What follows belongs to an exercise in optimizing a design on an open flow for small area, a short achievable clock period and few clock cycles; a production flow would make more cautious choices.
No run shown here included a check of the RTL's function; only the layout flow was run.

==> flow/design.v, too long to show whole: its modules and the start of the top module <==
// module rtc_fields_to_epoch_seconds_unit: 1231 lines
module rtc_fields_to_epoch_seconds_unit (
  input  logic      clk,
  input  logic      rst,
  input  logic      start,
  output logic      busy,
  input  rfes_pkg::rfes_in_t  fields,
  output logic      done,
  output rfes_pkg::rfes_out_t result,
  input  logic      cfg_write,
  input  logic      cfg_index,
  input  logic      cfg_data
);
  // ...
==> flow/run.sh <==
#!/bin/bash
# synth_recipe.tcl (not shown) runs the flow's synth.tcl, then flattens the netlist and writes it again
# the make line also repeats each setting of config.mk as NAME=value (left out here)
make -C /OpenROAD-flow-scripts/flow DESIGN_CONFIG=/design/flow/config.mk WORK_HOME=/design/flow/orfs CLKGATE_MAP_FILE= SYNTH_SCRIPT=/design/flow/synth_recipe.tcl finish
==> flow/config.mk <==
export PLATFORM = sky130hd
export DESIGN_NAME = rtc_fields_to_epoch_seconds_unit
export DESIGN_NICKNAME = rtc_fields_to_epoch_seconds_unit
export VERILOG_FILES = /design/flow/design.v
export SDC_FILE = /design/flow/constraint.sdc
export NUM_CORES = 4
export LEC_CHECK = 0
export CAP_MARGIN = 20
export CORE_MARGIN = 2
export CORE_UTILIZATION = 40
export SLEW_MARGIN = 20
==> flow/constraint.sdc <==
create_clock -name core_clock -period 8.0 [get_ports {clk}]
set_input_delay 1.6000 -clock core_clock [delete_from_list [all_inputs] [get_ports {clk}]]
set_output_delay 1.6000 -clock core_clock [all_outputs]
set_load 0.01 [all_outputs]
==> flow_summary.ini, run 1 <==
[run_status]
outcome = timing/DRC/antenna clean

[finish]
seq_share_pct = 10.87
layout_common_cells = 141 x inv_1, 87 x clkdlybuf4s50_1, 79 x fa_1
num_antenna_cells = 0
layout_commonest_cell = inv_1
clk_share_pct = 2.039
multi_input_area_share_pct = 62.94
dominant_cells = multi-input gates
n_fill_cell = 1407
nets = 917

[floorplan]
num_rows = 44
io_pins = 89
die_y_um = 125.0
dieArea_um2 = 15630

[routing]
wirelength_mm = 13.96
top_layer_used = met4
dr.pass1.iters = 4

[synthesis]
synthArstFlopShare_pct = 0
synth-adder-area-share_pct = 40.88
synth_flop_cell = dfxtp_1
syn_area_um2 = 5858
synth_fp_nets = 867
yosys.cell_count.top_type = inv_1
synth_simple_gate_area_share_pct = 10.62
synth.avg_cell_area_um2 = 8.757

[critical_path]
arrival_ns = 5.94
reg2reg_to = err_q
crit_path_end = result[32]
cp_num_cells = 18

[grt]
grt_pass1_vias = 4831
use_met1_pct = 23.56
grt_usage_pct = 18.08

[clock_network]
cts_sinks = 37
clock_path_buffers = 2
cts_hold_buf = 0

[min_path]
min-delay-start = twelve_hour_mode
hold-path-endpoint = twelve_hour_mode

[sta]
fin_crit_sh_pct = 94.31

[flow_run]
maxCapViolCount = 0

[place]
gp_congestion = 0.8710
==> run 2, diff against run 1 <==
==> flow/design.v (replaced) <==
package rfes_pkg;
  localparam logic [11:0] EPOCH_YEAR    = 12'd1970;
  localparam logic [11:0] BASE_YEAR     = 12'd2000;
  localparam logic [16:0] SECS_PER_DAY  = 17'd86400;
  localparam logic [16:0] SECS_PER_HOUR = 17'd3600;
  localparam logic [16:0] SECS_PER_MIN  = 17'd60;
  localparam logic [16:0] SECS_PER_SEC  = 17'd1;
  localparam logic [1:0] EPOCH_MOD4   = 2'd2;
  localparam logic [6:0] EPOCH_MOD100 = 7'd70;
  localparam logic [8:0] EPOCH_MOD400 = 9'd370;
  localparam logic CFG_BCD_MODE  = 1'b0;
  localparam logic CFG_TWELVE_HR = 1'b1;
  typedef struct packed {
    logic [7:0] raw_seconds;
    logic [7:0] raw_minutes;
    logic [7:0] raw_hours;
    logic [7:0] raw_monthday;
    logic [7:0] raw_month;
    logic [7:0] raw_year;
  } rfes_in_t;
  typedef struct packed {
    logic [31:0] epoch_seconds;
    logic        field_error;
  } rfes_out_t;
  typedef struct packed {
    logic [7:0] sec;
    logic [7:0] min;
    logic [7:0] hr;
    logic [7:0] day;
    logic [3:0] mon_idx;
    logic       mon_ok;
    logic [7:0] yr;
    logic       err;
  } rfes_dec_t;
  typedef enum logic [3:0] {
    ST_IDLE,
    ST_YEARS,
    ST_DAY,
    ST_MUL_DAY,
    ST_MUL_HR,
    ST_MUL_MIN,
    ST_MUL_SEC,
    ST_LAST,
    ST_OUT
  } rfes_state_t;
  typedef enum logic [3:0] {
    OP_NONE,
    OP_LOAD,
    OP_YEAR,
    OP_MONTH,
    OP_DAY,
    OP_MUL_DAY,
    OP_MUL_HR,
    OP_MUL_MIN,
    OP_MUL_SEC,
    OP_LAST
  } rfes_op_t;
  typedef struct packed {
    rfes_op_t op;
  } rfes_ctrl_t;
  typedef struct packed {
    logic year_done;
  } rfes_stat_t;
  function automatic logic [7:0] bcd_decode(input logic [7:0] b, input logic bcd);
    logic [7:0] hi;
    hi = {4'b0000, b[7:4]};
    if (bcd) begin
      bcd_decode = (hi << 3) + (hi << 1) + {4'b0000, b[3:0]};
    end else begin
      bcd_decode = b;
    end
  endfunction
  function automatic logic [8:0] days_before_month(input logic [3:0] idx);
    case (idx)
      4'd0:    days_before_month = 9'd0;
      4'd1:    days_before_month = 9'd31;
      4'd2:    days_before_month = 9'd59;
      4'd3:    days_before_month = 9'd90;
      4'd4:    days_before_month = 9'd120;
      4'd5:    days_before_month = 9'd151;
      4'd6:    days_before_month = 9'd181;
      4'd7:    days_before_month = 9'd212;
      4'd8:    days_before_month = 9'd243;
      4'd9:    days_before_month = 9'd273;
      4'd10:   days_before_month = 9'd304;
      4'd11:   days_before_month = 9'd334;
      default: days_before_month = 9'd0;
    endcase
  endfunction
  function automatic logic [4:0] month_length(input logic [3:0] idx);
    case (idx)
      4'd1:              month_length = 5'd28;
      4'd3, 4'd5, 4'd8,
      4'd10:             month_length = 5'd30;
      default:           month_length = 5'd31;
    endcase
  endfunction
  function automatic logic [15:0] month_offset(input logic [3:0] mon, input logic leap);
    case ({mon, leap})
      5'd2: month_offset = 16'd10957;
      5'd3: month_offset = 16'd10956;
      5'd4: month_offset = 16'd10988;
      5'd5: month_offset = 16'd10987;
      5'd6: month_offset = 16'd11016;
      5'd7: month_offset = 16'd11016;
      5'd8: month_offset = 16'd11047;
      5'd9: month_offset = 16'd11047;
      5'd10: month_offset = 16'd11077;
      5'd11: month_offset = 16'd11077;
      5'd12: month_offset = 16'd11108;
      5'd13: month_offset = 16'd11108;
      5'd14: month_offset = 16'd11138;
      5'd15: month_offset = 16'd11138;
      5'd16: month_offset = 16'd11169;
      5'd17: month_offset = 16'd11169;
      5'd18: month_offset = 16'd11200;
      5'd19: month_offset = 16'd11200;
      5'd20: month_offset = 16'd11230;
      5'd21: month_offset = 16'd11230;
      5'd22: month_offset = 16'd11261;
      5'd23: month_offset = 16'd11261;
      5'd24: month_offset = 16'd11291;
      5'd25: month_offset = 16'd11291;
      default: month_offset = 16'd0;
    endcase
  endfunction
  function automatic logic bcd_gt59(input logic [7:0] b);
    bcd_gt59 = (b[7:4] > 4'd5) || ((b[7:4] == 4'd5) && (b[3:0] > 4'd9));
  endfunction
  function automatic logic bcd_gt23(input logic [7:0] b);
    bcd_gt23 = (b[7:4] > 4'd2) || ((b[7:4] == 4'd2) && (b[3:0] > 4'd3)) ||
               ((b[7:4] == 4'd1) && (b[3:0] > 4'd13));
  endfunction
  function automatic logic bcd_gt99(input logic [7:0] b);
    bcd_gt99 = (b[7:4] > 4'd9) || ((b[7:4] == 4'd9) && (b[3:0] > 4'd9));
  endfunction
  function automatic logic bcd_bad_1_12(input logic [6:0] b);
    bcd_bad_1_12 = (b[6:4] > 3'd1) || ((b[6:4] == 3'd1) && (b[3:0] > 4'd2)) ||
                   ((b[6:4] == 3'd0) && ((b[3:0] == 4'd0) || (b[3:0] > 4'd12)));
  endfunction
endpackage
module rtc_fields_to_epoch_seconds_unit (
  input  logic      clk,
  input  logic      rst,
  input  logic      start,
  output logic      busy,
  input  rfes_pkg::rfes_in_t  fields,
  output logic      done,
  output rfes_pkg::rfes_out_t result,
  input  logic      cfg_write,
  input  logic      cfg_index,
  input  logic      cfg_data
);
  logic        bcd_mode;
  logic        twelve_hour_mode;
  always_ff @(posedge clk) begin
    if (rst) begin
      bcd_mode         <= 1'b1;
      twelve_hour_mode <= 1'b0;
    end else if (cfg_write) begin
      case (cfg_index)
        rfes_pkg::CFG_BCD_MODE:  bcd_mode         <= cfg_data;
        rfes_pkg::CFG_TWELVE_HR: twelve_hour_mode <= cfg_data;
        default:       bcd_mode         <= bcd_mode;
      endcase
    end
  end
  assign busy = 1'b0;
  logic [5:0]  sec6;
  logic [5:0]  min6;
  logic [4:0]  hv5;
  logic [5:0]  day6;
  logic [6:0]  yr7;
  logic [3:0]  mon4;
  logic [4:0]  hr5;
  logic [3:0]  h12;
  logic        leap;
  logic [4:0]  mlen;
  logic [15:0] koff;
  logic        err_sec, err_min, err_hr, err_day, err_mon, err_yr, err_all;
  logic [15:0] days;
  logic [16:0] sod;
  always_comb begin
    err_sec = bcd_mode ? rfes_pkg::bcd_gt59(fields.raw_seconds) : (fields.raw_seconds > 8'd59);
    err_min = bcd_mode ? rfes_pkg::bcd_gt59(fields.raw_minutes) : (fields.raw_minutes > 8'd59);
    if (twelve_hour_mode) begin
      err_hr = bcd_mode ? rfes_pkg::bcd_bad_1_12(fields.raw_hours[6:0]) :
                          ((fields.raw_hours[6:0] == 7'd0) || (fields.raw_hours[6:0] > 7'd12));
    end else begin
      err_hr = bcd_mode ? rfes_pkg::bcd_gt23(fields.raw_hours) : (fields.raw_hours > 8'd23);
    end
    err_mon = bcd_mode ? rfes_pkg::bcd_bad_1_12(fields.raw_month[6:0]) || fields.raw_month[7] :
                         ((fields.raw_month == 8'd0) || (fields.raw_month > 8'd12));
    err_yr  = bcd_mode ? rfes_pkg::bcd_gt99(fields.raw_year) : (fields.raw_year > 8'd99);
  end
  always_comb begin
    mon4 = fields.raw_month[3:0] + ((bcd_mode && fields.raw_month[4]) ? 4'd10 : 4'd0);
    h12  = (hv5[3:0] == 4'd12) ? 4'd0 : hv5[3:0];
    if (twelve_hour_mode) begin
      hr5 = fields.raw_hours[7] ? {1'b0, h12} + 5'd12 : {1'b0, h12};
    end else begin
      hr5 = hv5;
    end
    leap = (yr7[1:0] == 2'b00);
    mlen = rfes_pkg::month_length(mon4 - 4'd1);
    if ((mon4 == 4'd2) && leap) begin
      mlen = 5'd29;
    end
    err_day = (fields.raw_monthday[7:6] != 2'd0) || (day6 == 6'd0) || (day6 > {1'b0, mlen});
    err_all = err_sec || err_min || err_hr || err_day || err_mon || err_yr;
    koff = rfes_pkg::month_offset(mon4, leap);
  end
  logic        v_q;
  logic        err_q;
  logic [15:0] days_q;
  logic [16:0] sod_q;
  logic [24:0] hi_part;
  always_ff @(posedge clk) begin
    if (rst) begin
      v_q <= 1'b0;
    end else begin
      v_q <= start;
    end
  end
  always_ff @(posedge clk) begin
    err_q  <= err_all;
    days_q <= days;
    sod_q  <= sod;
  end
  logic t0;
  logic t1;
  logic t2;
  logic t3;
  logic t4;
  logic t5;
  logic t6;
  logic t7;
  logic t8;
  logic t9;
  logic t10;
  logic t11;
  logic t12;
  logic t13;
  logic t14;
  logic t15;
  logic t16;
  logic t17;
  logic t18;
  logic t19;
  logic t20;
  logic t21;
  logic t22;
  logic t23;
  logic t24;
  logic t25;
  logic t26;
  logic t27;
  logic t28;
  logic t29;
  logic t30;
  logic t31;
  logic t32;
  logic t33;
  logic t34;
  logic t35;
  logic t36;
  logic t37;
  logic t38;
  logic t39;
  logic t40;
  logic t41;
  logic t42;
  logic t43;
  logic t44;
  logic t45;
  logic t46;
  logic t47;
  logic t48;
  logic t49;
  logic t50;
  logic t51;
  logic t52;
  logic t53;
  logic t54;
  logic t55;
  logic t56;
  logic t57;
  logic t58;
  logic t59;
  logic t60;
  logic t61;
  logic t62;
  logic t63;
  logic t64;
  logic t65;
  logic t66;
  logic t67;
  logic t68;
  logic t69;
  logic t70;
  logic t71;
  logic t72;
  logic t73;
  logic t74;
  logic t75;
  logic t76;
  logic t77;
  logic t78;
  logic t79;
  logic t80;
  logic t81;
  logic t82;
  logic t83;
  logic t84;
  logic t85;
  logic t86;
  logic t87;
  logic t88;
  logic t89;
  logic t90;
  logic t91;
  logic t92;
  logic t93;
  logic t94;
  logic t95;
  logic t96;
  logic t97;
  logic t98;
  logic t99;
  logic t100;
  logic t101;
  logic t102;
  logic t103;
  logic t104;
  logic t105;
  logic t106;
  logic t107;
  logic t108;
  logic t109;
  logic t110;
  logic t111;
  logic t112;
  logic t113;
  logic t114;
  logic t115;
  logic t116;
  logic t117;
  logic t118;
  logic t119;
  logic t120;
  logic t121;
  logic t122;
  logic t123;
  logic t124;
  logic t125;
  logic t126;
  logic t127;
  logic t128;
  logic t129;
  logic t130;
  logic t131;
  logic t132;
  logic t133;
  logic t134;
  logic t135;
  logic t136;
  logic t137;
  logic t138;
  logic t139;
  logic t140;
  logic t141;
  logic t142;
  logic t143;
  logic t144;
  logic t145;
  logic t146;
  logic t147;
  logic t148;
  logic t149;
  logic t150;
  logic t151;
  logic t152;
  logic t153;
  logic t154;
  logic t155;
  logic t156;
  logic t157;
  logic t158;
  logic t159;
  logic t160;
  logic t161;
  logic t162;
  logic t163;
  logic t164;
  logic t165;
  logic t166;
  logic t167;
  logic t168;
  logic t169;
  logic t170;
  logic t171;
  logic t172;
  logic t173;
  logic t174;
  logic t175;
  logic t176;
  logic t177;
  logic t178;
  logic t179;
  logic t180;
  logic t181;
  logic t182;
  logic t183;
  logic t184;
  logic t185;
  logic t186;
  logic t187;
  logic t188;
  logic t189;
  logic t190;
  logic t191;
  logic t192;
  logic t193;
  logic t194;
  logic t195;
  logic t196;
  logic t197;
  logic t198;
  logic t199;
  logic t200;
  logic t201;
  logic t202;
  logic t203;
  logic t204;
  logic t205;
  logic t206;
  logic t207;
  logic t208;
  logic t209;
  logic t210;
  logic t211;
  logic t212;
  logic t213;
  logic t214;
  logic t215;
  logic t216;
  logic t217;
  logic t218;
  logic t219;
  logic t220;
  logic t221;
  logic t222;
  logic t223;
  logic t224;
  logic t225;
  logic t226;
  logic t227;
  logic t228;
  logic t229;
  logic t230;
  logic t231;
  logic t232;
  logic t233;
  logic t234;
  logic t235;
  logic t236;
  logic t237;
  logic t238;
  logic t239;
  logic t240;
  logic t241;
  logic t242;
  logic t243;
  logic t244;
  logic t245;
  logic t246;
  logic t247;
  logic t248;
  logic t249;
  logic t250;
  logic t251;
  logic t252;
  logic t253;
  logic t254;
  logic t255;
  logic t256;
  logic t257;
  logic t258;
  logic t259;
  logic t260;
  logic t261;
  logic t262;
  logic t263;
  logic t264;
  logic t265;
  logic t266;
  logic t267;
  logic t268;
  logic t269;
  logic t270;
  logic t271;
  logic t272;
  logic t273;
  logic t274;
  logic t275;
  logic t276;
  logic t277;
  logic t278;
  logic t279;
  logic t280;
  logic t281;
  logic t282;
  logic t283;
  logic t284;
  logic t285;
  logic t286;
  logic t287;
  logic t288;
  logic t289;
  logic t290;
  logic t291;
  logic t292;
  logic t293;
  logic t294;
  logic t295;
  logic t296;
  logic t297;
  logic t298;
  logic t299;
  logic t300;
  logic t301;
  logic t302;
  logic t303;
  logic t304;
  logic t305;
  logic t306;
  logic t307;
  logic t308;
  logic t309;
  logic t310;
  logic t311;
  logic t312;
  logic t313;
  logic t314;
  logic t315;
  logic t316;
  logic t317;
  logic t318;
  logic t319;
  logic t320;
  logic t321;
  logic t322;
  logic t323;
  logic t324;
  logic t325;
  logic t326;
  logic t327;
  logic t328;
  logic t329;
  logic t330;
  logic t331;
  logic t332;
  logic t333;
  logic t334;
  logic t335;
  logic t336;
  logic t337;
  logic t338;
  logic t339;
  logic t340;
  logic t341;
  logic t342;
  logic t343;
  logic t344;
  logic t345;
  logic t346;
  logic t347;
  logic t348;
  logic t349;
  logic t350;
  logic t351;
  logic t352;
  logic t353;
  logic t354;
  logic t355;
  logic t356;
  logic t357;
  logic t358;
  logic t359;
  logic t360;
  logic t361;
  logic t362;
  logic t363;
  logic t364;
  logic t365;
  logic t366;
  logic t367;
  logic t368;
  logic t369;
  logic t370;
  logic t371;
  logic t372;
  logic t373;
  logic t374;
  logic t375;
  logic t376;
  logic t377;
  logic t378;
  logic t379;
  logic t380;
  logic t381;
  logic t382;
  logic t383;
  logic t384;
  logic t385;
  logic t386;
  logic t387;
  logic t388;
  logic t389;
  logic t390;
  logic t391;
  logic t392;
  logic t393;
  logic t394;
  logic t395;
  logic t396;
  logic t397;
  logic t398;
  logic t399;
  logic t400;
  logic t401;
  logic t402;
  logic t403;
  logic t404;
  logic t405;
  logic t406;
  logic t407;
  logic t408;
  logic t409;
  logic t410;
  logic t411;
  logic t412;
  logic t413;
  logic t414;
  logic t415;
  logic t416;
  logic t417;
  logic t418;
  logic t419;
  logic t420;
  logic t421;
  logic t422;
  logic t423;
  logic t424;
  logic t425;
  logic t426;
  logic t427;
  logic t428;
  logic t429;
  logic t430;
  logic t431;
  logic t432;
  logic t433;
  logic t434;
  logic t435;
  logic t436;
  logic t437;
  logic t438;
  logic t439;
  logic t440;
  logic t441;
  logic t442;
  logic t443;
  logic t444;
  logic t445;
  logic t446;
  logic t447;
  logic t448;
  logic t449;
  logic t450;
  logic t451;
  logic t452;
  logic t453;
  logic t454;
  logic t455;
  logic t456;
  logic t457;
  logic t458;
  logic t459;
  logic t460;
  logic t461;
  logic t462;
  logic t463;
  logic t464;
  logic t465;
  logic t466;
  logic t467;
  logic t468;
  logic t469;
  logic t470;
  logic t471;
  logic t472;
  logic t473;
  logic t474;
  logic t475;
  logic t476;
  logic t477;
  logic t478;
  logic t479;
  logic t480;
  logic t481;
  logic t482;
  logic t483;
  logic t484;
  logic t485;
  logic t486;
  logic t487;
  logic t488;
  logic t489;
  logic t490;
  logic t491;
  logic t492;
  logic t493;
  logic t494;
  logic t495;
  logic t496;
  logic t497;
  logic t498;
  logic t499;
  logic t500;
  logic t501;
  logic t502;
  logic t503;
  logic t504;
  logic t505;
  logic t506;
  logic t507;
  logic t508;
  logic t509;
  logic t510;
  logic t511;
  logic t512;
  logic t513;
  logic t514;
  logic t515;
  logic t516;
  logic t517;
  logic t518;
  logic t519;
  logic t520;
  logic t521;
  logic t522;
  logic t523;
  logic t524;
  logic t525;
  logic t526;
  logic t527;
  logic t528;
  logic t529;
  logic t530;
  logic t531;
  logic t532;
  logic t533;
  logic t534;
  logic t535;
  logic t536;
  logic t537;
  logic t538;
  logic t539;
  logic t540;
  logic t541;
  logic t542;
  logic t543;
  logic t544;
  logic t545;
  logic t546;
  logic t547;
  logic t548;
  logic t549;
  logic t550;
  logic t551;
  logic t552;
  logic t553;
  logic t554;
  logic t555;
  logic t556;
  logic t557;
  logic t558;
  logic t559;
  logic t560;
  logic t561;
  logic t562;
  logic t563;
  logic t564;
  logic t565;
  logic t566;
  logic t567;
  logic t568;
  logic t569;
  logic t570;
  logic t571;
  logic t572;
  logic t573;
  logic t574;
  logic t575;
  logic t576;
  logic t577;
  logic t578;
  logic t579;
  logic t580;
  logic t581;
  logic t582;
  logic t583;
  logic t584;
  logic t585;
  logic t586;
  logic t587;
  logic t588;
  logic t589;
  logic t590;
  logic t591;
  logic t592;
  logic t593;
  logic t594;
  logic t595;
  logic t596;
  logic t597;
  logic t598;
  logic t599;
  logic t600;
  logic t601;
  logic t602;
  logic t603;
  logic t604;
  logic t605;
  logic t606;
  logic t607;
  logic t608;
  logic t609;
  logic t610;
  logic t611;
  logic t612;
  logic t613;
  logic t614;
  logic t615;
  logic t616;
  logic t617;
  logic t618;
  logic t619;
  logic t620;
  logic t621;
  logic t622;
  logic t623;
  logic t624;
  logic t625;
  logic t626;
  logic t627;
  logic t628;
  logic t629;
  logic t630;
  logic t631;
  logic t632;
  logic t633;
  logic t634;
  logic t635;
  logic t636;
  logic t637;
  logic t638;
  logic t639;
  logic t640;
  logic t641;
  logic t642;
  logic t643;
  logic t644;
  logic t645;
  logic t646;
  logic t647;
  logic t648;
  logic t649;
  logic t650;
  logic t651;
  logic t652;
  logic t653;
  logic t654;
  logic t655;
  logic t656;
  logic t657;
  logic t658;
  logic t659;
  logic t660;
  logic t661;
  logic t662;
  logic t663;
  logic t664;
  logic t665;
  logic t666;
  logic t667;
  logic t668;
  logic t669;
  logic t670;
  logic t671;
  logic t672;
  logic t673;
  logic t674;
  logic t675;
  logic t676;
  logic t677;
  logic t678;
  logic t679;
  logic t680;
  logic t681;
  logic t682;
  logic t683;
  logic t684;
  logic t685;
  logic t686;
  logic t687;
  logic t688;
  logic t689;
  logic t690;
  logic t691;
  logic t692;
  logic t693;
  logic t694;
  logic t695;
  logic t696;
  logic t697;
  logic t698;
  logic t699;
  logic t700;
  logic t701;
  logic t702;
  logic t703;
  logic t704;
  logic t705;
  logic t706;
  logic t707;
  logic t708;
  logic t709;
  logic t710;
  logic t711;
  logic t712;
  logic t713;
  logic t714;
  logic t715;
  logic t716;
  logic t717;
  logic t718;
  logic t719;
  logic t720;
  logic t721;
  logic t722;
  logic t723;
  logic t724;
  logic t725;
  logic t726;
  logic t727;
  logic t728;
  logic t729;
  logic t730;
  logic t731;
  logic t732;
  logic t733;
  logic t734;
  logic t735;
  logic t736;
  logic t737;
  logic t738;
  logic t739;
  logic t740;
  logic t741;
  logic t742;
  logic t743;
  logic t744;
  logic t745;
  logic t746;
  logic t747;
  logic t748;
  logic t749;
  logic t750;
  logic t751;
  logic t752;
  logic t753;
  logic t754;
  logic t755;
  logic t756;
  logic t757;
  logic t758;
  logic t759;
  logic t760;
  logic t761;
  logic t762;
  logic t763;
  logic t764;
  logic t765;
  logic t766;
  logic t767;
  logic t768;
  logic t769;
  logic t770;
  logic t771;
  logic t772;
  logic t773;
  logic t774;
  assign t0 = bcd_mode & fields.raw_seconds[4];
  assign t1 = bcd_mode & fields.raw_seconds[5];
  assign t2 = bcd_mode ? fields.raw_seconds[6] : fields.raw_seconds[4];
  assign t3 = ~bcd_mode & fields.raw_seconds[5];
  assign t4 = ~bcd_mode & fields.raw_seconds[6];
  assign t5 = fields.raw_seconds[3] ^ fields.raw_seconds[4];
  assign t6 = fields.raw_seconds[3] & fields.raw_seconds[4];
  assign t7 = fields.raw_seconds[5] ^ t3;
  assign t8 = fields.raw_seconds[5] & t3;
  assign t9 = fields.raw_seconds[6] ^ t4;
  assign t10 = fields.raw_seconds[6] & t4;
  assign t11 = fields.raw_seconds[1] ^ t0;
  assign t12 = fields.raw_seconds[2] ^ t1;
  assign t13 = t2 ^ t5;
  assign t14 = t7 ^ t6;
  assign t15 = t9 ^ t8;
  assign t16 = fields.raw_seconds[1] & t0;
  assign t17 = fields.raw_seconds[2] & t1;
  assign t18 = t2 & t5;
  assign t19 = t7 & t6;
  assign t20 = t9 & t8;
  assign t21 = t17 | (t12 & t16);
  assign t22 = t12 & t11;
  assign t23 = t19 | (t14 & t18);
  assign t24 = t14 & t13;
  assign t25 = t18 | (t13 & t21);
  assign t26 = t13 & t22;
  assign t27 = t23 | (t24 & t21);
  assign t28 = t24 & t22;
  assign t29 = t20 | (t15 & t27);
  assign t30 = t12 ^ t16;
  assign t31 = t13 ^ t21;
  assign t32 = t14 ^ t25;
  assign t33 = t15 ^ t27;
  assign t34 = bcd_mode & fields.raw_minutes[4];
  assign t35 = bcd_mode & fields.raw_minutes[5];
  assign t36 = bcd_mode ? fields.raw_minutes[6] : fields.raw_minutes[4];
  assign t37 = ~bcd_mode & fields.raw_minutes[5];
  assign t38 = ~bcd_mode & fields.raw_minutes[6];
  assign t39 = fields.raw_minutes[3] ^ fields.raw_minutes[4];
  assign t40 = fields.raw_minutes[3] & fields.raw_minutes[4];
  assign t41 = fields.raw_minutes[5] ^ t37;
  assign t42 = fields.raw_minutes[5] & t37;
  assign t43 = fields.raw_minutes[6] ^ t38;
  assign t44 = fields.raw_minutes[6] & t38;
  assign t45 = fields.raw_minutes[1] ^ t34;
  assign t46 = fields.raw_minutes[2] ^ t35;
  assign t47 = t36 ^ t39;
  assign t48 = t41 ^ t40;
  assign t49 = t43 ^ t42;
  assign t50 = fields.raw_minutes[1] & t34;
  assign t51 = fields.raw_minutes[2] & t35;
  assign t52 = t36 & t39;
  assign t53 = t41 & t40;
  assign t54 = t43 & t42;
  assign t55 = t51 | (t46 & t50);
  assign t56 = t46 & t45;
  assign t57 = t53 | (t48 & t52);
  assign t58 = t48 & t47;
  assign t59 = t52 | (t47 & t55);
  assign t60 = t47 & t56;
  assign t61 = t57 | (t58 & t55);
  assign t62 = t58 & t56;
  assign t63 = t54 | (t49 & t61);
  assign t64 = t46 ^ t50;
  assign t65 = t47 ^ t55;
  assign t66 = t48 ^ t59;
  assign t67 = t49 ^ t61;
  assign t68 = bcd_mode & fields.raw_hours[4];
  assign t69 = bcd_mode & fields.raw_hours[5];
  assign t70 = ~bcd_mode & fields.raw_hours[4];
  assign t71 = ~bcd_mode & fields.raw_hours[5];
  assign t72 = fields.raw_hours[3] ^ fields.raw_hours[4];
  assign t73 = fields.raw_hours[3] & fields.raw_hours[4];
  assign t74 = fields.raw_hours[5] ^ t71;
  assign t75 = fields.raw_hours[5] & t71;
  assign t76 = fields.raw_hours[1] ^ t68;
  assign t77 = fields.raw_hours[2] ^ t69;
  assign t78 = t70 ^ t72;
  assign t79 = t74 ^ t73;
  assign t80 = fields.raw_hours[1] & t68;
  assign t81 = fields.raw_hours[2] & t69;
  assign t82 = t70 & t72;
  assign t83 = t74 & t73;
  assign t84 = t81 | (t77 & t80);
  assign t85 = t77 & t76;
  assign t86 = t83 | (t79 & t82);
  assign t87 = t82 | (t78 & t84);
  assign t88 = t78 & t85;
  assign t89 = t86 | (t79 & t84);
  assign t90 = t77 ^ t80;
  assign t91 = t78 ^ t84;
  assign t92 = t79 ^ t87;
  assign t93 = bcd_mode & fields.raw_monthday[4];
  assign t94 = bcd_mode & fields.raw_monthday[5];
  assign t95 = ~bcd_mode & fields.raw_monthday[4];
  assign t96 = ~bcd_mode & fields.raw_monthday[5];
  assign t97 = fields.raw_monthday[3] ^ fields.raw_monthday[4];
  assign t98 = fields.raw_monthday[3] & fields.raw_monthday[4];
  assign t99 = fields.raw_monthday[5] ^ t96;
  assign t100 = fields.raw_monthday[5] & t96;
  assign t101 = fields.raw_monthday[1] ^ t93;
  assign t102 = fields.raw_monthday[2] ^ t94;
  assign t103 = t95 ^ t97;
  assign t104 = t99 ^ t98;
  assign t105 = t100 ^ 1'b0;
  assign t106 = fields.raw_monthday[1] & t93;
  assign t107 = fields.raw_monthday[2] & t94;
  assign t108 = t95 & t97;
  assign t109 = t99 & t98;
  assign t110 = t100 & 1'b0;
  assign t111 = t107 | (t102 & t106);
  assign t112 = t102 & t101;
  assign t113 = t109 | (t104 & t108);
  assign t114 = t104 & t103;
  assign t115 = t108 | (t103 & t111);
  assign t116 = t103 & t112;
  assign t117 = t113 | (t114 & t111);
  assign t118 = t114 & t112;
  assign t119 = t110 | (t105 & t117);
  assign t120 = t102 ^ t106;
  assign t121 = t103 ^ t111;
  assign t122 = t104 ^ t115;
  assign t123 = t105 ^ t117;
  assign t124 = bcd_mode & fields.raw_year[4];
  assign t125 = bcd_mode & fields.raw_year[5];
  assign t126 = bcd_mode ? fields.raw_year[6] : fields.raw_year[4];
  assign t127 = bcd_mode ? fields.raw_year[7] : fields.raw_year[5];
  assign t128 = ~bcd_mode & fields.raw_year[6];
  assign t129 = ~bcd_mode & fields.raw_year[7];
  assign t130 = fields.raw_year[3] ^ fields.raw_year[4];
  assign t131 = fields.raw_year[3] & fields.raw_year[4];
  assign t132 = fields.raw_year[5] ^ t127;
  assign t133 = fields.raw_year[5] & t127;
  assign t134 = fields.raw_year[6] ^ t128;
  assign t135 = fields.raw_year[6] & t128;
  assign t136 = fields.raw_year[7] ^ t129;
  assign t137 = fields.raw_year[7] & t129;
  assign t138 = fields.raw_year[1] ^ t124;
  assign t139 = fields.raw_year[2] ^ t125;
  assign t140 = t126 ^ t130;
  assign t141 = t132 ^ t131;
  assign t142 = t134 ^ t133;
  assign t143 = t136 ^ t135;
  assign t144 = fields.raw_year[1] & t124;
  assign t145 = fields.raw_year[2] & t125;
  assign t146 = t126 & t130;
  assign t147 = t132 & t131;
  assign t148 = t134 & t133;
  assign t149 = t136 & t135;
  assign t150 = t145 | (t139 & t144);
  assign t151 = t139 & t138;
  assign t152 = t147 | (t141 & t146);
  assign t153 = t141 & t140;
  assign t154 = t149 | (t143 & t148);
  assign t155 = t146 | (t140 & t150);
  assign t156 = t140 & t151;
  assign t157 = t152 | (t153 & t150);
  assign t158 = t153 & t151;
  assign t159 = t148 | (t142 & t157);
  assign t160 = t142 & t158;
  assign t161 = t154 | (t143 & t157);
  assign t162 = t139 ^ t144;
  assign t163 = t140 ^ t150;
  assign t164 = t141 ^ t155;
  assign t165 = t142 ^ t157;
  assign t166 = t143 ^ t159;
  assign t167 = ~yr7[0] ^ ~yr7[2];
  assign t168 = ~yr7[0] & ~yr7[2];
  assign t169 = ~yr7[0] ^ yr7[2] ^ yr7[4];
  assign t170 = (~yr7[0] & yr7[2]) | (yr7[4] & (~yr7[0] ^ yr7[2]));
  assign t171 = ~yr7[1] ^ yr7[3] ^ yr7[5];
  assign t172 = (~yr7[1] & yr7[3]) | (yr7[5] & (~yr7[1] ^ yr7[3]));
  assign t173 = yr7[4] ^ yr7[6] ^ koff[4];
  assign t174 = (yr7[4] & yr7[6]) | (koff[4] & (yr7[4] ^ yr7[6]));
  assign t175 = day6[4] ^ 1'b1;
  assign t176 = day6[4] & 1'b1;
  assign t177 = ~yr7[1] ^ ~yr7[3] ^ yr7[5];
  assign t178 = (~yr7[1] & ~yr7[3]) | (yr7[5] & (~yr7[1] ^ ~yr7[3]));
  assign t179 = koff[5] ^ t168;
  assign t180 = koff[5] & t168;
  assign t181 = ~yr7[2] ^ ~yr7[4] ^ yr7[6];
  assign t182 = (~yr7[2] & ~yr7[4]) | (yr7[6] & (~yr7[2] ^ ~yr7[4]));
  assign t183 = ~yr7[0] ^ ~yr7[3] ^ ~yr7[5];
  assign t184 = (~yr7[0] & ~yr7[3]) | (~yr7[5] & (~yr7[0] ^ ~yr7[3]));
  assign t185 = ~yr7[1] ^ ~yr7[4];
  assign t186 = ~yr7[1] & ~yr7[4];
  assign t187 = yr7[0] ^ ~yr7[2] ^ ~yr7[5];
  assign t188 = (yr7[0] & ~yr7[2]) | (~yr7[5] & (yr7[0] ^ ~yr7[2]));
  assign t189 = yr7[1] ^ ~yr7[3] ^ ~yr7[6];
  assign t190 = (yr7[1] & ~yr7[3]) | (~yr7[6] & (yr7[1] ^ ~yr7[3]));
  assign t191 = yr7[0] ^ yr7[2];
  assign t192 = yr7[0] & yr7[2];
  assign t193 = yr7[1] ^ yr7[3] ^ koff[1];
  assign t194 = (yr7[1] & yr7[3]) | (koff[1] & (yr7[1] ^ yr7[3]));
  assign t195 = koff[2] ^ day6[2] ^ 1'b1;
  assign t196 = (koff[2] & day6[2]) | (1'b1 & (koff[2] ^ day6[2]));
  assign t197 = koff[3] ^ day6[3] ^ t171;
  assign t198 = (koff[3] & day6[3]) | (t171 & (koff[3] ^ day6[3]));
  assign t199 = t167 ^ t175 ^ t173;
  assign t200 = (t167 & t175) | (t173 & (t167 ^ t175));
  assign t201 = t176 ^ t177 ^ t174;
  assign t202 = (t176 & t177) | (t174 & (t176 ^ t177));
  assign t203 = koff[6] ^ t181 ^ t178;
  assign t204 = (koff[6] & t181) | (t178 & (koff[6] ^ t181));
  assign t205 = koff[7] ^ 1'b1 ^ t183;
  assign t206 = (koff[7] & 1'b1) | (t183 & (koff[7] ^ 1'b1));
  assign t207 = ~yr7[6] ^ koff[8] ^ t185;
  assign t208 = (~yr7[6] & koff[8]) | (t185 & (~yr7[6] ^ koff[8]));
  assign t209 = koff[9] ^ 1'b1 ^ t186;
  assign t210 = (koff[9] & 1'b1) | (t186 & (koff[9] ^ 1'b1));
  assign t211 = koff[10] ^ 1'b1 ^ t189;
  assign t212 = (koff[10] & 1'b1) | (t189 & (koff[10] ^ 1'b1));
  assign t213 = yr7[2] ^ ~yr7[4] ^ koff[11];
  assign t214 = (yr7[2] & ~yr7[4]) | (koff[11] & (yr7[2] ^ ~yr7[4]));
  assign t215 = yr7[3] ^ ~yr7[5] ^ koff[12];
  assign t216 = (yr7[3] & ~yr7[5]) | (koff[12] & (yr7[3] ^ ~yr7[5]));
  assign t217 = yr7[4] ^ ~yr7[6] ^ koff[13];
  assign t218 = (yr7[4] & ~yr7[6]) | (koff[13] & (yr7[4] ^ ~yr7[6]));
  assign t219 = koff[0] ^ day6[0];
  assign t220 = koff[0] & day6[0];
  assign t221 = day6[1] ^ t192 ^ t193;
  assign t222 = (day6[1] & t192) | (t193 & (day6[1] ^ t192));
  assign t223 = t169 ^ t195 ^ t194;
  assign t224 = (t169 & t195) | (t194 & (t169 ^ t195));
  assign t225 = t170 ^ t196 ^ t197;
  assign t226 = (t170 & t196) | (t197 & (t170 ^ t196));
  assign t227 = t172 ^ t199 ^ t198;
  assign t228 = (t172 & t199) | (t198 & (t172 ^ t199));
  assign t229 = t179 ^ t201 ^ t200;
  assign t230 = (t179 & t201) | (t200 & (t179 ^ t201));
  assign t231 = t180 ^ t203 ^ t202;
  assign t232 = (t180 & t203) | (t202 & (t180 ^ t203));
  assign t233 = t182 ^ t205 ^ t204;
  assign t234 = (t182 & t205) | (t204 & (t182 ^ t205));
  assign t235 = t184 ^ t207 ^ t206;
  assign t236 = (t184 & t207) | (t206 & (t184 ^ t207));
  assign t237 = t187 ^ t209 ^ t208;
  assign t238 = (t187 & t209) | (t208 & (t187 ^ t209));
  assign t239 = t188 ^ t210 ^ t211;
  assign t240 = (t188 & t210) | (t211 & (t188 ^ t210));
  assign t241 = t190 ^ t213 ^ t212;
  assign t242 = (t190 & t213) | (t212 & (t190 ^ t213));
  assign t243 = 1'b1 ^ t215 ^ t214;
  assign t244 = (1'b1 & t215) | (t214 & (1'b1 ^ t215));
  assign t245 = 1'b1 ^ t217 ^ t216;
  assign t246 = (1'b1 & t217) | (t216 & (1'b1 ^ t217));
  assign t247 = yr7[5] ^ koff[14] ^ t218;
  assign t248 = (yr7[5] & koff[14]) | (t218 & (yr7[5] ^ koff[14]));
  assign t249 = yr7[6] ^ koff[15] ^ 1'b1;
  assign t250 = (yr7[6] & koff[15]) | (1'b1 & (yr7[6] ^ koff[15]));
  assign t251 = t191 ^ t219;
  assign t252 = t221 ^ t220;
  assign t253 = t223 ^ t222;
  assign t254 = t225 ^ t224;
  assign t255 = t227 ^ t226;
  assign t256 = t229 ^ t228;
  assign t257 = t231 ^ t230;
  assign t258 = t233 ^ t232;
  assign t259 = t235 ^ t234;
  assign t260 = t237 ^ t236;
  assign t261 = t239 ^ t238;
  assign t262 = t241 ^ t240;
  assign t263 = t243 ^ t242;
  assign t264 = t245 ^ t244;
  assign t265 = t247 ^ t246;
  assign t266 = t249 ^ t248;
  assign t267 = t191 & t219;
  assign t268 = t221 & t220;
  assign t269 = t223 & t222;
  assign t270 = t225 & t224;
  assign t271 = t227 & t226;
  assign t272 = t229 & t228;
  assign t273 = t231 & t230;
  assign t274 = t233 & t232;
  assign t275 = t235 & t234;
  assign t276 = t237 & t236;
  assign t277 = t239 & t238;
  assign t278 = t241 & t240;
  assign t279 = t243 & t242;
  assign t280 = t245 & t244;
  assign t281 = t247 & t246;
  assign t282 = t249 & t248;
  assign t283 = t268 | (t252 & t267);
  assign t284 = t252 & t251;
  assign t285 = t270 | (t254 & t269);
  assign t286 = t254 & t253;
  assign t287 = t272 | (t256 & t271);
  assign t288 = t256 & t255;
  assign t289 = t274 | (t258 & t273);
  assign t290 = t258 & t257;
  assign t291 = t276 | (t260 & t275);
  assign t292 = t260 & t259;
  assign t293 = t278 | (t262 & t277);
  assign t294 = t262 & t261;
  assign t295 = t280 | (t264 & t279);
  assign t296 = t264 & t263;
  assign t297 = t282 | (t266 & t281);
  assign t298 = t269 | (t253 & t283);
  assign t299 = t253 & t284;
  assign t300 = t285 | (t286 & t283);
  assign t301 = t286 & t284;
  assign t302 = t273 | (t257 & t287);
  assign t303 = t257 & t288;
  assign t304 = t289 | (t290 & t287);
  assign t305 = t290 & t288;
  assign t306 = t277 | (t261 & t291);
  assign t307 = t261 & t292;
  assign t308 = t293 | (t294 & t291);
  assign t309 = t294 & t292;
  assign t310 = t281 | (t265 & t295);
  assign t311 = t265 & t296;
  assign t312 = t297 | (t266 & t295);
  assign t313 = t271 | (t255 & t300);
  assign t314 = t255 & t301;
  assign t315 = t287 | (t288 & t300);
  assign t316 = t288 & t301;
  assign t317 = t302 | (t303 & t300);
  assign t318 = t303 & t301;
  assign t319 = t304 | (t305 & t300);
  assign t320 = t305 & t301;
  assign t321 = t279 | (t263 & t308);
  assign t322 = t263 & t309;
  assign t323 = t295 | (t296 & t308);
  assign t324 = t296 & t309;
  assign t325 = t310 | (t311 & t308);
  assign t326 = t311 & t309;
  assign t327 = t312 | (t266 & t308);
  assign t328 = t275 | (t259 & t319);
  assign t329 = t259 & t320;
  assign t330 = t291 | (t292 & t319);
  assign t331 = t292 & t320;
  assign t332 = t306 | (t307 & t319);
  assign t333 = t307 & t320;
  assign t334 = t308 | (t309 & t319);
  assign t335 = t309 & t320;
  assign t336 = t321 | (t322 & t319);
  assign t337 = t322 & t320;
  assign t338 = t323 | (t324 & t319);
  assign t339 = t324 & t320;
  assign t340 = t325 | (t326 & t319);
  assign t341 = t326 & t320;
  assign t342 = t327 | (t266 & t319);
  assign t343 = t252 ^ t267;
  assign t344 = t253 ^ t283;
  assign t345 = t254 ^ t298;
  assign t346 = t255 ^ t300;
  assign t347 = t256 ^ t313;
  assign t348 = t257 ^ t315;
  assign t349 = t258 ^ t317;
  assign t350 = t259 ^ t319;
  assign t351 = t260 ^ t328;
  assign t352 = t261 ^ t330;
  assign t353 = t262 ^ t332;
  assign t354 = t263 ^ t334;
  assign t355 = t264 ^ t336;
  assign t356 = t265 ^ t338;
  assign t357 = t266 ^ t340;
  assign t358 = ~min6[0] ^ sec6[2];
  assign t359 = ~min6[0] & sec6[2];
  assign t360 = ~min6[1] ^ sec6[3];
  assign t361 = ~min6[1] & sec6[3];
  assign t362 = hr5[0] ^ ~min6[2] ^ sec6[4];
  assign t363 = (hr5[0] & ~min6[2]) | (sec6[4] & (hr5[0] ^ ~min6[2]));
  assign t364 = hr5[1] ^ ~min6[3] ^ sec6[5];
  assign t365 = (hr5[1] & ~min6[3]) | (sec6[5] & (hr5[1] ^ ~min6[3]));
  assign t366 = hr5[2] ^ min6[0] ^ ~min6[4];
  assign t367 = (hr5[2] & min6[0]) | (~min6[4] & (hr5[2] ^ min6[0]));
  assign t368 = hr5[3] ^ min6[1] ^ ~min6[5];
  assign t369 = (hr5[3] & min6[1]) | (~min6[5] & (hr5[3] ^ min6[1]));
  assign t370 = hr5[4] ^ min6[2] ^ 1'b1;
  assign t371 = (hr5[4] & min6[2]) | (1'b1 & (hr5[4] ^ min6[2]));
  assign t372 = ~hr5[0] ^ min6[3];
  assign t373 = ~hr5[0] & min6[3];
  assign t374 = ~hr5[1] ^ min6[4];
  assign t375 = ~hr5[1] & min6[4];
  assign t376 = ~hr5[2] ^ min6[5];
  assign t377 = ~hr5[2] & min6[5];
  assign t378 = hr5[0] ^ ~hr5[3];
  assign t379 = hr5[0] & ~hr5[3];
  assign t380 = hr5[1] ^ ~hr5[4];
  assign t381 = hr5[1] & ~hr5[4];
  assign t382 = hr5[2] ^ 1'b1;
  assign t383 = hr5[2] & 1'b1;
  assign t384 = hr5[3] ^ 1'b1;
  assign t385 = hr5[3] & 1'b1;
  assign t386 = hr5[4] ^ 1'b1;
  assign t387 = hr5[4] & 1'b1;
  assign t388 = 1'b1 ^ t358;
  assign t389 = t360 ^ t359;
  assign t390 = t362 ^ t361;
  assign t391 = t364 ^ t363;
  assign t392 = t366 ^ t365;
  assign t393 = t368 ^ t367;
  assign t394 = t370 ^ t369;
  assign t395 = t372 ^ t371;
  assign t396 = t374 ^ t373;
  assign t397 = t376 ^ t375;
  assign t398 = t378 ^ t377;
  assign t399 = t380 ^ t379;
  assign t400 = t382 ^ t381;
  assign t401 = t384 ^ t383;
  assign t402 = t386 ^ t385;
  assign t403 = 1'b1 & t358;
  assign t404 = t360 & t359;
  assign t405 = t362 & t361;
  assign t406 = t364 & t363;
  assign t407 = t366 & t365;
  assign t408 = t368 & t367;
  assign t409 = t370 & t369;
  assign t410 = t372 & t371;
  assign t411 = t374 & t373;
  assign t412 = t376 & t375;
  assign t413 = t378 & t377;
  assign t414 = t380 & t379;
  assign t415 = t382 & t381;
  assign t416 = t384 & t383;
  assign t417 = t386 & t385;
  assign t418 = t404 | (t389 & t403);
  assign t419 = t389 & t388;
  assign t420 = t406 | (t391 & t405);
  assign t421 = t391 & t390;
  assign t422 = t408 | (t393 & t407);
  assign t423 = t393 & t392;
  assign t424 = t410 | (t395 & t409);
  assign t425 = t395 & t394;
  assign t426 = t412 | (t397 & t411);
  assign t427 = t397 & t396;
  assign t428 = t414 | (t399 & t413);
  assign t429 = t399 & t398;
  assign t430 = t416 | (t401 & t415);
  assign t431 = t401 & t400;
  assign t432 = t405 | (t390 & t418);
  assign t433 = t390 & t419;
  assign t434 = t420 | (t421 & t418);
  assign t435 = t421 & t419;
  assign t436 = t409 | (t394 & t422);
  assign t437 = t394 & t423;
  assign t438 = t424 | (t425 & t422);
  assign t439 = t425 & t423;
  assign t440 = t413 | (t398 & t426);
  assign t441 = t398 & t427;
  assign t442 = t428 | (t429 & t426);
  assign t443 = t429 & t427;
  assign t444 = t417 | (t402 & t430);
  assign t445 = t407 | (t392 & t434);
  assign t446 = t392 & t435;
  assign t447 = t422 | (t423 & t434);
  assign t448 = t423 & t435;
  assign t449 = t436 | (t437 & t434);
  assign t450 = t437 & t435;
  assign t451 = t438 | (t439 & t434);
  assign t452 = t439 & t435;
  assign t453 = t415 | (t400 & t442);
  assign t454 = t400 & t443;
  assign t455 = t430 | (t431 & t442);
  assign t456 = t431 & t443;
  assign t457 = t444 | (t402 & t442);
  assign t458 = t411 | (t396 & t451);
  assign t459 = t396 & t452;
  assign t460 = t426 | (t427 & t451);
  assign t461 = t427 & t452;
  assign t462 = t440 | (t441 & t451);
  assign t463 = t441 & t452;
  assign t464 = t442 | (t443 & t451);
  assign t465 = t443 & t452;
  assign t466 = t453 | (t454 & t451);
  assign t467 = t454 & t452;
  assign t468 = t455 | (t456 & t451);
  assign t469 = t456 & t452;
  assign t470 = t457 | (t402 & t451);
  assign t471 = t389 ^ t403;
  assign t472 = t390 ^ t418;
  assign t473 = t391 ^ t432;
  assign t474 = t392 ^ t434;
  assign t475 = t393 ^ t445;
  assign t476 = t394 ^ t447;
  assign t477 = t395 ^ t449;
  assign t478 = t396 ^ t451;
  assign t479 = t397 ^ t458;
  assign t480 = t398 ^ t460;
  assign t481 = t399 ^ t462;
  assign t482 = t400 ^ t464;
  assign t483 = t401 ^ t466;
  assign t484 = t402 ^ t468;
  assign t485 = days_q[7] ^ days_q[6];
  assign t486 = days_q[7] & days_q[6];
  assign t487 = days_q[8] ^ days_q[7] ^ days_q[3];
  assign t488 = (days_q[8] & days_q[7]) | (days_q[3] & (days_q[8] ^ days_q[7]));
  assign t489 = days_q[9] ^ days_q[8] ^ days_q[4];
  assign t490 = (days_q[9] & days_q[8]) | (days_q[4] & (days_q[9] ^ days_q[8]));
  assign t491 = days_q[2] ^ days_q[0];
  assign t492 = days_q[2] & days_q[0];
  assign t493 = days_q[10] ^ days_q[9] ^ days_q[5];
  assign t494 = (days_q[10] & days_q[9]) | (days_q[5] & (days_q[10] ^ days_q[9]));
  assign t495 = days_q[3] ^ days_q[1];
  assign t496 = days_q[3] & days_q[1];
  assign t497 = days_q[11] ^ days_q[10] ^ days_q[6];
  assign t498 = (days_q[11] & days_q[10]) | (days_q[6] & (days_q[11] ^ days_q[10]));
  assign t499 = days_q[4] ^ days_q[2];
  assign t500 = days_q[4] & days_q[2];
  assign t501 = days_q[12] ^ days_q[11] ^ days_q[7];
  assign t502 = (days_q[12] & days_q[11]) | (days_q[7] & (days_q[12] ^ days_q[11]));
  assign t503 = days_q[5] ^ days_q[3];
  assign t504 = days_q[5] & days_q[3];
  assign t505 = days_q[13] ^ days_q[12] ^ days_q[8];
  assign t506 = (days_q[13] & days_q[12]) | (days_q[8] & (days_q[13] ^ days_q[12]));
  assign t507 = days_q[6] ^ days_q[4];
  assign t508 = days_q[6] & days_q[4];
  assign t509 = days_q[14] ^ days_q[13] ^ days_q[9];
  assign t510 = (days_q[14] & days_q[13]) | (days_q[9] & (days_q[14] ^ days_q[13]));
  assign t511 = days_q[7] ^ days_q[5];
  assign t512 = days_q[7] & days_q[5];
  assign t513 = days_q[15] ^ days_q[14] ^ days_q[10];
  assign t514 = (days_q[15] & days_q[14]) | (days_q[10] & (days_q[15] ^ days_q[14]));
  assign t515 = days_q[8] ^ days_q[6];
  assign t516 = days_q[8] & days_q[6];
  assign t517 = days_q[15] ^ days_q[11] ^ days_q[9];
  assign t518 = (days_q[15] & days_q[11]) | (days_q[9] & (days_q[15] ^ days_q[11]));
  assign t519 = days_q[5] ^ days_q[4];
  assign t520 = days_q[5] & days_q[4];
  assign t521 = days_q[6] ^ days_q[5] ^ days_q[1];
  assign t522 = (days_q[6] & days_q[5]) | (days_q[1] & (days_q[6] ^ days_q[5]));
  assign t523 = days_q[2] ^ days_q[0] ^ sod_q[14];
  assign t524 = (days_q[2] & days_q[0]) | (sod_q[14] & (days_q[2] ^ days_q[0]));
  assign t525 = days_q[1] ^ sod_q[15] ^ t486;
  assign t526 = (days_q[1] & sod_q[15]) | (t486 & (days_q[1] ^ sod_q[15]));
  assign t527 = sod_q[16] ^ t491 ^ t489;
  assign t528 = (sod_q[16] & t491) | (t489 & (sod_q[16] ^ t491));
  assign t529 = t495 ^ t492 ^ t493;
  assign t530 = (t495 & t492) | (t493 & (t495 ^ t492));
  assign t531 = t499 ^ t496 ^ t497;
  assign t532 = (t499 & t496) | (t497 & (t499 ^ t496));
  assign t533 = t503 ^ t500 ^ t501;
  assign t534 = (t503 & t500) | (t501 & (t503 ^ t500));
  assign t535 = t507 ^ t504 ^ t505;
  assign t536 = (t507 & t504) | (t505 & (t507 ^ t504));
  assign t537 = t511 ^ t508 ^ t509;
  assign t538 = (t511 & t508) | (t509 & (t511 ^ t508));
  assign t539 = t515 ^ t512 ^ t513;
  assign t540 = (t515 & t512) | (t513 & (t515 ^ t512));
  assign t541 = days_q[7] ^ t516 ^ t517;
  assign t542 = (days_q[7] & t516) | (t517 & (days_q[7] ^ t516));
  assign t543 = days_q[12] ^ days_q[10] ^ days_q[8];
  assign t544 = (days_q[12] & days_q[10]) | (days_q[8] & (days_q[12] ^ days_q[10]));
  assign t545 = days_q[13] ^ days_q[11];
  assign t546 = days_q[13] & days_q[11];
  assign t547 = days_q[14] ^ days_q[12];
  assign t548 = days_q[14] & days_q[12];
  assign t549 = days_q[15] ^ days_q[13];
  assign t550 = days_q[15] & days_q[13];
  assign t551 = days_q[1] ^ days_q[0];
  assign t552 = days_q[1] & days_q[0];
  assign t553 = days_q[2] ^ days_q[1] ^ sod_q[9];
  assign t554 = (days_q[2] & days_q[1]) | (sod_q[9] & (days_q[2] ^ days_q[1]));
  assign t555 = days_q[3] ^ days_q[2] ^ sod_q[10];
  assign t556 = (days_q[3] & days_q[2]) | (sod_q[10] & (days_q[3] ^ days_q[2]));
  assign t557 = days_q[4] ^ days_q[3] ^ sod_q[11];
  assign t558 = (days_q[4] & days_q[3]) | (sod_q[11] & (days_q[4] ^ days_q[3]));
  assign t559 = days_q[0] ^ sod_q[12] ^ t519;
  assign t560 = (days_q[0] & sod_q[12]) | (t519 & (days_q[0] ^ sod_q[12]));
  assign t561 = sod_q[13] ^ t520 ^ t521;
  assign t562 = (sod_q[13] & t520) | (t521 & (sod_q[13] ^ t520));
  assign t563 = t485 ^ t523 ^ t522;
  assign t564 = (t485 & t523) | (t522 & (t485 ^ t523));
  assign t565 = t487 ^ t524 ^ t525;
  assign t566 = (t487 & t524) | (t525 & (t487 ^ t524));
  assign t567 = t488 ^ t526 ^ t527;
  assign t568 = (t488 & t526) | (t527 & (t488 ^ t526));
  assign t569 = t490 ^ t529 ^ t528;
  assign t570 = (t490 & t529) | (t528 & (t490 ^ t529));
  assign t571 = t494 ^ t531 ^ t530;
  assign t572 = (t494 & t531) | (t530 & (t494 ^ t531));
  assign t573 = t498 ^ t533 ^ t532;
  assign t574 = (t498 & t533) | (t532 & (t498 ^ t533));
  assign t575 = t502 ^ t535 ^ t534;
  assign t576 = (t502 & t535) | (t534 & (t502 ^ t535));
  assign t577 = t506 ^ t537 ^ t536;
  assign t578 = (t506 & t537) | (t536 & (t506 ^ t537));
  assign t579 = t510 ^ t539 ^ t538;
  assign t580 = (t510 & t539) | (t538 & (t510 ^ t539));
  assign t581 = t514 ^ t541 ^ t540;
  assign t582 = (t514 & t541) | (t540 & (t514 ^ t541));
  assign t583 = t518 ^ t543 ^ t542;
  assign t584 = (t518 & t543) | (t542 & (t518 ^ t543));
  assign t585 = days_q[9] ^ t545 ^ t544;
  assign t586 = (days_q[9] & t545) | (t544 & (days_q[9] ^ t545));
  assign t587 = days_q[10] ^ t547 ^ t546;
  assign t588 = (days_q[10] & t547) | (t546 & (days_q[10] ^ t547));
  assign t589 = days_q[11] ^ t549 ^ t548;
  assign t590 = (days_q[11] & t549) | (t548 & (days_q[11] ^ t549));
  assign t591 = days_q[14] ^ days_q[12] ^ t550;
  assign t592 = (days_q[14] & days_q[12]) | (t550 & (days_q[14] ^ days_q[12]));
  assign t593 = days_q[15] ^ days_q[13];
  assign t594 = days_q[15] & days_q[13];
  assign t595 = days_q[0] ^ sod_q[7];
  assign t596 = sod_q[8] ^ t551;
  assign t597 = t553 ^ t552;
  assign t598 = t555 ^ t554;
  assign t599 = t557 ^ t556;
  assign t600 = t559 ^ t558;
  assign t601 = t561 ^ t560;
  assign t602 = t563 ^ t562;
  assign t603 = t565 ^ t564;
  assign t604 = t567 ^ t566;
  assign t605 = t569 ^ t568;
  assign t606 = t571 ^ t570;
  assign t607 = t573 ^ t572;
  assign t608 = t575 ^ t574;
  assign t609 = t577 ^ t576;
  assign t610 = t579 ^ t578;
  assign t611 = t581 ^ t580;
  assign t612 = t583 ^ t582;
  assign t613 = t585 ^ t584;
  assign t614 = t587 ^ t586;
  assign t615 = t589 ^ t588;
  assign t616 = t591 ^ t590;
  assign t617 = t593 ^ t592;
  assign t618 = days_q[14] ^ t594;
  assign t619 = days_q[15] ^ 1'b0;
  assign t620 = days_q[0] & sod_q[7];
  assign t621 = sod_q[8] & t551;
  assign t622 = t553 & t552;
  assign t623 = t555 & t554;
  assign t624 = t557 & t556;
  assign t625 = t559 & t558;
  assign t626 = t561 & t560;
  assign t627 = t563 & t562;
  assign t628 = t565 & t564;
  assign t629 = t567 & t566;
  assign t630 = t569 & t568;
  assign t631 = t571 & t570;
  assign t632 = t573 & t572;
  assign t633 = t575 & t574;
  assign t634 = t577 & t576;
  assign t635 = t579 & t578;
  assign t636 = t581 & t580;
  assign t637 = t583 & t582;
  assign t638 = t585 & t584;
  assign t639 = t587 & t586;
  assign t640 = t589 & t588;
  assign t641 = t591 & t590;
  assign t642 = t593 & t592;
  assign t643 = days_q[14] & t594;
  assign t644 = days_q[15] & 1'b0;
  assign t645 = t621 | (t596 & t620);
  assign t646 = t596 & t595;
  assign t647 = t623 | (t598 & t622);
  assign t648 = t598 & t597;
  assign t649 = t625 | (t600 & t624);
  assign t650 = t600 & t599;
  assign t651 = t627 | (t602 & t626);
  assign t652 = t602 & t601;
  assign t653 = t629 | (t604 & t628);
  assign t654 = t604 & t603;
  assign t655 = t631 | (t606 & t630);
  assign t656 = t606 & t605;
  assign t657 = t633 | (t608 & t632);
  assign t658 = t608 & t607;
  assign t659 = t635 | (t610 & t634);
  assign t660 = t610 & t609;
  assign t661 = t637 | (t612 & t636);
  assign t662 = t612 & t611;
  assign t663 = t639 | (t614 & t638);
  assign t664 = t614 & t613;
  assign t665 = t641 | (t616 & t640);
  assign t666 = t616 & t615;
  assign t667 = t643 | (t618 & t642);
  assign t668 = t618 & t617;
  assign t669 = t622 | (t597 & t645);
  assign t670 = t597 & t646;
  assign t671 = t647 | (t648 & t645);
  assign t672 = t648 & t646;
  assign t673 = t626 | (t601 & t649);
  assign t674 = t601 & t650;
  assign t675 = t651 | (t652 & t649);
  assign t676 = t652 & t650;
  assign t677 = t630 | (t605 & t653);
  assign t678 = t605 & t654;
  assign t679 = t655 | (t656 & t653);
  assign t680 = t656 & t654;
  assign t681 = t634 | (t609 & t657);
  assign t682 = t609 & t658;
  assign t683 = t659 | (t660 & t657);
  assign t684 = t660 & t658;
  assign t685 = t638 | (t613 & t661);
  assign t686 = t613 & t662;
  assign t687 = t663 | (t664 & t661);
  assign t688 = t664 & t662;
  assign t689 = t642 | (t617 & t665);
  assign t690 = t617 & t666;
  assign t691 = t667 | (t668 & t665);
  assign t692 = t668 & t666;
  assign t693 = t624 | (t599 & t671);
  assign t694 = t599 & t672;
  assign t695 = t649 | (t650 & t671);
  assign t696 = t650 & t672;
  assign t697 = t673 | (t674 & t671);
  assign t698 = t674 & t672;
  assign t699 = t675 | (t676 & t671);
  assign t700 = t676 & t672;
  assign t701 = t632 | (t607 & t679);
  assign t702 = t607 & t680;
  assign t703 = t657 | (t658 & t679);
  assign t704 = t658 & t680;
  assign t705 = t681 | (t682 & t679);
  assign t706 = t682 & t680;
  assign t707 = t683 | (t684 & t679);
  assign t708 = t684 & t680;
  assign t709 = t640 | (t615 & t687);
  assign t710 = t615 & t688;
  assign t711 = t665 | (t666 & t687);
  assign t712 = t666 & t688;
  assign t713 = t689 | (t690 & t687);
  assign t714 = t690 & t688;
  assign t715 = t691 | (t692 & t687);
  assign t716 = t692 & t688;
  assign t717 = t628 | (t603 & t699);
  assign t718 = t603 & t700;
  assign t719 = t653 | (t654 & t699);
  assign t720 = t654 & t700;
  assign t721 = t677 | (t678 & t699);
  assign t722 = t678 & t700;
  assign t723 = t679 | (t680 & t699);
  assign t724 = t680 & t700;
  assign t725 = t701 | (t702 & t699);
  assign t726 = t702 & t700;
  assign t727 = t703 | (t704 & t699);
  assign t728 = t704 & t700;
  assign t729 = t705 | (t706 & t699);
  assign t730 = t706 & t700;
  assign t731 = t707 | (t708 & t699);
  assign t732 = t708 & t700;
  assign t733 = t644 | (t619 & t715);
  assign t734 = t636 | (t611 & t731);
  assign t735 = t611 & t732;
  assign t736 = t661 | (t662 & t731);
  assign t737 = t662 & t732;
  assign t738 = t685 | (t686 & t731);
  assign t739 = t686 & t732;
  assign t740 = t687 | (t688 & t731);
  assign t741 = t688 & t732;
  assign t742 = t709 | (t710 & t731);
  assign t743 = t710 & t732;
  assign t744 = t711 | (t712 & t731);
  assign t745 = t712 & t732;
  assign t746 = t713 | (t714 & t731);
  assign t747 = t714 & t732;
  assign t748 = t715 | (t716 & t731);
  assign t749 = t716 & t732;
  assign t750 = t733 | (t619 & t731);
  assign t751 = t596 ^ t620;
  assign t752 = t597 ^ t645;
  assign t753 = t598 ^ t669;
  assign t754 = t599 ^ t671;
  assign t755 = t600 ^ t693;
  assign t756 = t601 ^ t695;
  assign t757 = t602 ^ t697;
  assign t758 = t603 ^ t699;
  assign t759 = t604 ^ t717;
  assign t760 = t605 ^ t719;
  assign t761 = t606 ^ t721;
  assign t762 = t607 ^ t723;
  assign t763 = t608 ^ t725;
  assign t764 = t609 ^ t727;
  assign t765 = t610 ^ t729;
  assign t766 = t611 ^ t731;
  assign t767 = t612 ^ t734;
  assign t768 = t613 ^ t736;
  assign t769 = t614 ^ t738;
  assign t770 = t615 ^ t740;
  assign t771 = t616 ^ t742;
  assign t772 = t617 ^ t744;
  assign t773 = t618 ^ t746;
  assign t774 = t619 ^ t748;
  assign sec6 = {t33, t32, t31, t30, t11, fields.raw_seconds[0]};
  assign min6 = {t67, t66, t65, t64, t45, fields.raw_minutes[0]};
  assign hv5 = {t92, t91, t90, t76, fields.raw_hours[0]};
  assign day6 = {t123, t122, t121, t120, t101, fields.raw_monthday[0]};
  assign yr7 = {t166, t165, t164, t163, t162, t138, fields.raw_year[0]};
  assign days = {t357, t356, t355, t354, t353, t352, t351, t350, t349, t348, t347, t346, t345, t344, t343, t251};
  assign sod = {t484, t483, t482, t481, t480, t479, t478, t477, t476, t475, t474, t473, t472, t471, t388, sec6[1], sec6[0]};
  assign hi_part = {t774, t773, t772, t771, t770, t769, t768, t767, t766, t765, t764, t763, t762, t761, t760, t759, t758, t757, t756, t755, t754, t753, t752, t751, t595};
  assign done                 = v_q;
  assign result.epoch_seconds = {hi_part, sod_q[6:0]};
  assign result.field_error   = err_q;
endmodule
==> run 2 against run 1 <==
Utilization is 0.88 points lower. Cell count increased by 22%. Critical path depth increased by 4. First-iteration DRC count down 1.1%. Global-route usage decreased by 3.1 points. Clock skew grew 0.012 ns. Synthesized cell count up 22%. Sequential share of layout area down 1.9 points. Non-clock buffer count up 3.
==> flow_summary.ini, run 2 <==
[run_status]
outcome = timing/DRC/antenna clean

[routing]
wire_per_inst_um = 12.63
dr.pass1.iters = 4
drc = 0
num_vias = 5126
wirelength_mm = 13.90
initialDrtViolationCount = 177
antenna_left = 0
viasPerCell = 4.656

[critical_path]
worstSetupStartpoint = fields[6]
rrSetupSlack_ns = 2.13
crit_path_max_fanout = 6
reg2reg_to = days_q[14]
crit_type = input port to flip-flop
path_buf_inv = 5
crit_path_end_kind = flip-flop
critPathMaxStageDelay_ns = 0.53
cp_num_cells = 22
arrival_ns = 7.28
timing.rr.start = bcd_mode
crit_path_end = days_q[14]
crit_slowest_cell = or4_1
crit_path_start_kind = input port
required_ns = 8.22
path_common_cell = fa_1
cp_top_family = adder cells
timing.reg2reg.worst_path_depth = 20
crit_path_cell_trace = clkdlybuf4s50_1 > nand2_1 > a21boi_0 > inv_1 > ha_1 > a21o_1 > a21oi_1 > fa_1 > xor2_1 > buf_4 > fa_1 > inv_1 > fa_1 > inv_1 > fa_1 > ha_1 > or4_1 > o21ai_1 > a311oi_1 > or2_2 > a21oi_1 > xnor2_1

[sta]
slew_headroom_pct = 54.98
hold_viol_final = 0
layout_min_cycle_time_ns = 7.058
slew_violations = 0
worstMarginPinSlew_ns = 0.6669
rsz0062_at_grt = no
setup_viol = 0
fin_hold_ws_ns = 0.5591
max_freq_ghz = 0.1417
fin_crit_sh_pct = 88.23
fin_skew_ns = 0.01705
fin_setup_tns_ns = 0

[grt]
antenna_found_initial = 0
grt_max_degree = 26
globalRouteMet3Util_pct = 1.801
grt_usage_pct = 14.98
busiest_layer = met2
gr-usage-met2_pct = 25.66
grt_pass1_vias = 5119
grt-ovfl-total = 0
use_met1_pct = 20.37
grt_pass1_wl_mm = 23.95

[flow_run]
maxCapViolCount = 0

[finish]
fin_area_um2 = 8269
drive_gt1_share_pct = 3.211
nets = 1141
layout_commonest_cell = inv_1
syn2layout_area_growth_pct = 14.50
n_fill_cell = 1713
layout_common_cells = 197 x inv_1, 122 x ha_1, 94 x fa_1
regMostFlops = sod_q
largest_registers = sod_q: 17 flops, days_q: 16 flops
largest_reg_flops = 17
num_antenna_cells = 0
fin_cells = 1101

[clock_network]
tritoncts = built
cts_resized = 0
post_cts_buffers = 0
clock_path_buffers = 2
cts-buffers-inserted = 5
worstSkewPairLatency_ns = 0.29
cts-root-buf = clkbuf_16
clk_pin_slew_ns = 0.07
cts_sinks = 37
cts_hold_buf = 0
htree_levels = 2

[min_path]
hold_class = flip-flop to flip-flop
whs_path_depth = 2

[synthesis]
synthArstFlopShare_pct = 0
synth_area_leaders = fa_1 26%, ha_1 21%, dfxtp_1 10%, inv_1 10%, xnor2_1 4.0%
ys_seq_area_share_pct = 10.26
yosys.cell_count.top_type = inv_1
synth_area_leader_cell = fa_1
ys_top_cells_by_count = 197 x inv_1, 122 x ha_1, 94 x fa_1
synth-edff-count = 0
synth.avg_cell_area_um2 = 8.872
synth_fp_nets = 1084
syn_inst = 814
synth_warnings = 1
synthDistinctLibCells = 62
synth_flop_cell = dfxtp_1
syn_area_um2 = 7222
synth-seq-cells = 37
yosysTopAreaCellShare_pct = 26.06

[place]
dp.cells = 1093
place_area_um2 = 8130
gp_congestion = 0.8302
hpwl_mm = 12.53
io_buffer_count = 87

[floorplan]
fp.dieW_um = 138.4
die_y_um = 138.4
io_pins = 89
coreArea_um2 = 17840
dieArea_um2 = 19150
num_rows = 49
start_util_pct = 40.48
[run 2: logic make-up after synthesis]
| kind of cell | count (synthesis) | share of synthesized area [%] |
|---|---|---|
| other | 1 | 0.05193 |
| XOR/XNOR | 54 | 6.549 |
| multiplexers | 6 | 0.8663 |
| buffers and inverters | 239 | 14.21 |
| adder cells (fa/ha/maj) | 216 | 47.19 |
| AND/OR/NAND/NOR | 139 | 9.719 |
| flip-flops | 37 | 10.26 |
| AO/OA/AOI/OAI | 122 | 11.16 |
[run 2: layout make-up]
cell class                 count  area [um2]  area share (%)
clock buffer                   6       128.9           1.558
clock inverter                 2       10.01          0.1210
inverter                     197       739.5           8.942
multi-input combinational    538        5455           65.97
sequential                    37       740.7           8.957
tap                          229       286.5           3.465
timing repair buffer          92       908.4           10.99
[run 2: worst min path at each step]
stage	startpoint	end
after floorplan	twelve_hour_mode	twelve_hour_mode
after detailed placement	twelve_hour_mode	twelve_hour_mode
after CTS	twelve_hour_mode	twelve_hour_mode
after global routing	twelve_hour_mode	twelve_hour_mode
final	twelve_hour_mode	twelve_hour_mode
after global placement	twelve_hour_mode	twelve_hour_mode
[run 2: through the flow]
| stage | setup WS, ns | utilization, % |
|---|---|---|
| 4_1_cts | 0.8917 | 46.35 |
| 3_5_place_dp | 0.5996 | 45.57 |
| 3_3_place_gp | 0.7411 | 45.57 |
| 2_1_floorplan | 1.420 | - |
| 6_report | 0.9420 | 46.35 |
| 5_1_grt | 0.4934 | 46.35 |
[run 2: metal layers]
| metal | up-vias | wire (um) | share of wire, % |
|---|---|---|---|
| li1 | 2688 | - | - |
| met1 | 2353 | 6881 | 49 |
| met2 | 77 | 6483 | 47 |
| met3 | 8 | 396 | 2.8 |
| met4 | 0 | 143 | 1.0 |
| met5 | - | 0 | 0 |
[run 2: worst reg2reg max path: cells and delay by family, from the launching register on]
family	cells	cell delay (ns)
AO/OA/AOI/OAI	4	0.66
XOR/XNOR	2	0.32
adder cells (fa/ha/maj)	7	2.70
buffers and inverters	4	0.57
flip-flops	1	0.33
multiplexers	1	0.37
AND/OR/NAND/NOR	2	0.85

-- static timing again, ports no longer ideal --
Ports are ideal in the flow. The routed layouts listed here were re-timed in OpenROAD.
Step 1 sets driving cells, clkbuf_16 on the clock port and buf_2 on the other inputs (assumed; they add their load-dependent delay and slew).
Step 2 also shifts input and output timing later by t, the mid clock arrival at the registers, as if the neighbouring blocks saw the same clock.
a / b / c = no drivers / after step 1 / after step 2; a / b = the first two.
run | t (ns) | slack for setup (ns)
run 1 | 0.310 | 0.455 / 0.421 / 0.731
run 2 | 0.328 | 0.942 / 0.963 / 0.635
After both steps every run listed still meets setup and hold.
